Background: an optimization exercise with open tools, aiming at small area, a short achievable clock period and few clock cycles per item. Do not read the settings as production practice. Only simulation tests tie the RTL to the original design; equivalence was not proved. Power and IR drop assume default switching activity.

Design exec_unit, start of the top module:
module exec_unit (
  input  wire                       clk,
  input  wire                       arst_n_i,
  input  wire                       valid_i,
  input  wire [31:0]                instr_i,
  input  wire [63:0]                src_a_i,
  input  wire [63:0]                src_b_i,
  output logic [63:0]               result_o,
  output logic                      done_o,
  output logic                      ready_o
);
  localparam int K      = 8;
  localparam int NSTEP  = 64 / K;
  localparam int NSTEPW = 32 / K;
  localparam int CNT_W  = $clog2(NSTEP);
  exu_pkg::alu_ctl_t ctl_d, ctl_q, ctl_hi;
  exu_pkg::mul_req_t mreq_d, mreq_q;
  exu_pkg::xlen_t    op_a_d, op_b_d, op_a_q, op_b_q;
  logic [5:0]        shamt_q;   
  exu_pkg::xlen_t    alu_res;
  logic              is_mul;
  logic              accept, accept_mul;
  logic              busy_q;   
  logic              alu_v_q;
  logic              mul_run_q, mul_fin_q;
  logic              fin_low, fin_high;
  logic [CNT_W-1:0]  cnt_q;
  logic              last_step;
  logic [66:0]       acc_s_q, acc_c_q, acc_s_d, acc_c_d;
  logic [K-1:0]      ret_s_q, ret_c_q, ret_s_d, ret_c_d;
  logic              low_ci_q, low_ci_d;
  logic              first_q;
  logic [3:0]        one_d, two_d, neg_d, one_q, two_q, neg_q;
  logic [3:0]        one_h_q, two_h_q, neg_h_q;   
  logic [K-1:0]      prod_bits;
  exu_pkg::xlen_t    high_s, high_c;
  exu_pkg::xlen_t    low_next;
  alu_op_decode alu_op_decode_inst (
    .instr_i   (instr_i),
    .src_a_i   (src_a_i),
    .src_b_i   (src_b_i),
    .ctl_o     (ctl_d),
    .is_mul_o  (is_mul),
    .mul_req_o (mreq_d),
    .op_a_o    (op_a_d),
    .op_b_o    (op_b_d)
  );
  assign accept     = valid_i & !busy_q;
  assign accept_mul = accept & is_mul;
  assign fin_low  = mul_fin_q & !mreq_q.take_high;
  assign fin_high = mul_fin_q & mreq_q.take_high;
  always_comb begin
    ctl_hi         = '0;
    ctl_hi.sel_sum = 1'b1;
  end
  always_ff @(posedge clk) begin
    if (!busy_q) begin
      op_a_q <= op_a_d;
      op_b_q <= op_b_d;
      mreq_q <= mreq_d;
    end else if (fin_high) begin
      op_a_q <= high_s;
      op_b_q <= high_c;
    end else begin
  ...
Size: roughly 400 flip-flops, about 230 I/O pins.
clock: 6.5 ns
lec_check: 0
cap_margin: 20
core_margin: 10
core_utilization: 40
place_density: 0.6
setup_slack_margin: 3.0
slew_margin: 20
run.sh (not shown) runs the stock make flow with config.mk's settings and CLKGATE_MAP_FILE= SYNTH_SCRIPT=/design/flow/synth_recipe.tcl, a recipe that flattens the netlist after the stock synthesis.
Testbench counts at the start, summed over its fixed seeds: cycles 23,029, items 16,000.
Edit:
--- a/flow/design.v
+++ b/flow/design.v
@@ -99,13 +99,12 @@
   logic [6:0] f7;
   logic       is_op, is_opimm, is_op32, is_opimm32;
   logic       alu_rr, alu_rr32;
   logic       muldiv, muldiv32;
   logic       rev_a, zext_w, sext_w, inv_a, lui;
   logic       wshift;
-  logic       zero_op;   
   exu_pkg::xlen_t a_rev;
   assign opcode = instr_i[6:0];
   assign f3     = instr_i[14:12];
   assign f7     = instr_i[31:25];
   assign is_op      = (opcode == 7'b0110011);
   assign is_opimm   = (opcode == 7'b0010011);
@@ -113,32 +112,31 @@
   assign is_opimm32 = (opcode == 7'b0011011);
   assign muldiv     = is_op   && (f7 == 7'b0000001);
   assign muldiv32   = is_op32 && (f7 == 7'b0000001);
   assign alu_rr     = (is_op || is_opimm) && !muldiv;
   assign alu_rr32   = (is_op32 || is_opimm32) && !muldiv32;
   assign lui        = (opcode == 7'b0110111);
-  assign zero_op = (src_a_i == '0) || (src_b_i == '0);
   always_comb begin
     ctl_o    = '0;
     is_mul_o = 1'b0;
     mul_req_o = '0;
     rev_a    = 1'b0;
     zext_w   = 1'b0;
     sext_w   = 1'b0;
     inv_a    = 1'b0;
     wshift   = 1'b0;
     if (muldiv) begin
       if (!f3[2]) begin
-        is_mul_o            = !zero_op;
+        is_mul_o            = 1'b1;
         mul_req_o.a_neg     = (f3 == 3'd1 || f3 == 3'd2) && src_a_i[63];
         mul_req_o.corr      = (f3 == 3'd2 || f3 == 3'd3) && src_b_i[63];
         mul_req_o.take_high = (f3 != 3'd0);
       end
     end else if (muldiv32) begin
       if (f3 == 3'd0) begin
-        is_mul_o       = !zero_op;
+        is_mul_o       = 1'b1;
         mul_req_o.word = 1'b1;
       end
     end else if (alu_rr) begin
       case (f3)
         3'd0: begin
           ctl_o.sel_sum = 1'b1;
@@ -273,16 +271,13 @@
 `default_nettype none
 module shift_add_mul (
   input  wire exu_pkg::xlen_t    mcand_i,     
   input  wire                    a_neg_i,
   input  wire [3:0]              one_i,       
   input  wire [3:0]              two_i,       
-  input  wire [3:0]              neg_i,       
-  input  wire [3:0]              one_h_i,     
-  input  wire [3:0]              two_h_i,
-  input  wire [3:0]              neg_h_i,
+  input  wire [3:0]              neg_i,
   input  wire                    first_i,     
   input  wire                    corr_i,      
   input  wire [66:0]             acc_s_i,
   input  wire [66:0]             acc_c_i,
   input  wire [7:0]              ret_s_i,
   input  wire [7:0]              ret_c_i,
@@ -311,22 +306,21 @@
   logic [65:0] rb [4];
   logic        n3;
   vec_t        u [4];
   vec_t        s1, c1, s2, c2, s3, c3, xs, xc;
   assign fs_i = first_i ? (67'd1 << 66) : acc_s_i;
   assign fc_i = first_i ? 67'd0 : acc_c_i;
-  assign rs_i = ret_s_i;
-  assign rc_i = ret_c_i;
-  assign lc_i = low_ci_i;
+  assign rs_i = first_i ? 8'd0 : ret_s_i;
+  assign rc_i = first_i ? 8'd0 : ret_c_i;
+  assign lc_i = !first_i & low_ci_i;
   assign a1   = {a_neg_i, a_neg_i, mcand_i};
   assign a2   = {a_neg_i, mcand_i, 1'b0};
   assign n3   = neg_i[3];
   always_comb begin
     for (int j = 0; j < 4; j++) begin
-      rb[j] = (({{33{one_h_i[j]}}, {33{one_i[j]}}} & a1) |
-               ({{33{two_h_i[j]}}, {33{two_i[j]}}} & a2)) ^ {{33{neg_h_i[j]}}, {33{neg_i[j]}}};
+      rb[j] = (({66{one_i[j]}} & a1) | ({66{two_i[j]}} & a2)) ^ {66{neg_i[j]}};
     end
     u[0] = {1'b0, 2'b11, 1'b0, 1'b1, 1'b0, 1'b1, 1'b0, !rb[0][65], rb[0][65], rb[0][64:0]};
     u[1] = {7'd0, !rb[1][65], rb[1][64:0], n3, neg_i[0]};
     u[2] = {5'd0, !rb[2][65], rb[2][64:0], n3, neg_i[1], n3, n3};
     u[3] = {3'd0, !rb[3][65], rb[3][64:0], n3, neg_i[2], n3, n3, n3, n3};
   end
@@ -404,13 +398,12 @@
   logic              last_step;
   logic [66:0]       acc_s_q, acc_c_q, acc_s_d, acc_c_d;
   logic [K-1:0]      ret_s_q, ret_c_q, ret_s_d, ret_c_d;
   logic              low_ci_q, low_ci_d;
   logic              first_q;
   logic [3:0]        one_d, two_d, neg_d, one_q, two_q, neg_q;
-  logic [3:0]        one_h_q, two_h_q, neg_h_q;   
   logic [K-1:0]      prod_bits;
   exu_pkg::xlen_t    high_s, high_c;
   exu_pkg::xlen_t    low_next;
   alu_op_decode alu_op_decode_inst (
     .instr_i   (instr_i),
     .src_a_i   (src_a_i),
@@ -448,15 +441,12 @@
   shift_add_mul shift_add_mul_inst (
     .mcand_i     (op_a_q),
     .a_neg_i     (mreq_q.a_neg),
     .one_i       (one_q),
     .two_i       (two_q),
     .neg_i       (neg_q),
-    .one_h_i     (one_h_q),
-    .two_h_i     (two_h_q),
-    .neg_h_i     (neg_h_q),
     .first_i     (first_q),
     .corr_i      (mreq_q.corr),
     .acc_s_i     (acc_s_q),
     .acc_c_i     (acc_c_q),
     .ret_s_i     (ret_s_q),
     .ret_c_i     (ret_c_q),
@@ -480,19 +470,16 @@
   );
   always_ff @(posedge clk) begin
     acc_s_q  <= acc_s_d;
     acc_c_q  <= acc_c_d;
     ret_s_q  <= ret_s_d;
     ret_c_q  <= ret_c_d;
-    low_ci_q <= !first_q & low_ci_d;
+    low_ci_q <= low_ci_d;
     one_q    <= one_d;
     two_q    <= two_d;
     neg_q    <= neg_d;
-    one_h_q  <= {4{busy_q | accept_mul}} & one_d;
-    two_h_q  <= {4{busy_q | accept_mul}} & two_d;
-    neg_h_q  <= {4{busy_q | accept_mul}} & neg_d;
     first_q  <= accept_mul;
     cnt_q    <= accept_mul ? '0 : cnt_q + 1'b1;
   end
   always_ff @(posedge clk or negedge arst_n_i) begin
     if (!arst_n_i) begin
       mul_run_q <= 1'b0;
Result: Sequential share of layout area shrinks by 0.86 points; via count goes up by 2.1%; first-iteration DRC count is higher by 8.5%; routed wire length grows by 5.5%; total power fell by 49%.
Testbench counts after the change, summed over its fixed seeds: cycles 23,973, items 16,000.

-- re-timing with driven ports --
Ports are ideal in the flow. The routed layouts listed here were re-timed in OpenROAD.
Step 1, drivers: a clkbuf_16 drives clk and a buf_2 each remaining input, both assumed.
Step 2 also shifts input and output timing later by t, the mid clock arrival at the registers, as if the neighbouring blocks saw the same clock.
Three values: no drivers, after step 1, after step 2; two values: the first two.
run | t, ns | setup slack, ns | worst hold slack (ns) | latest minus earliest clock arrival (ns) | slew at the worst register clock pin (ns)
the first run | 0.734 | 2.877 / 2.877 / 2.264 | 0.423 / 0.423 / 0.423 | 0.048 / 0.048 | 0.07 / 0.07
the second run | 0.727 | 2.829 / 2.829 / 2.387 | 0.432 / 0.432 / 0.432 | 0.050 / 0.050 | 0.07 / 0.07
After both steps setup and hold are still met in every run listed. The setup slack of the first run, which loses most, moves by 0.000 ns with the drivers and by -0.613 ns with both steps.
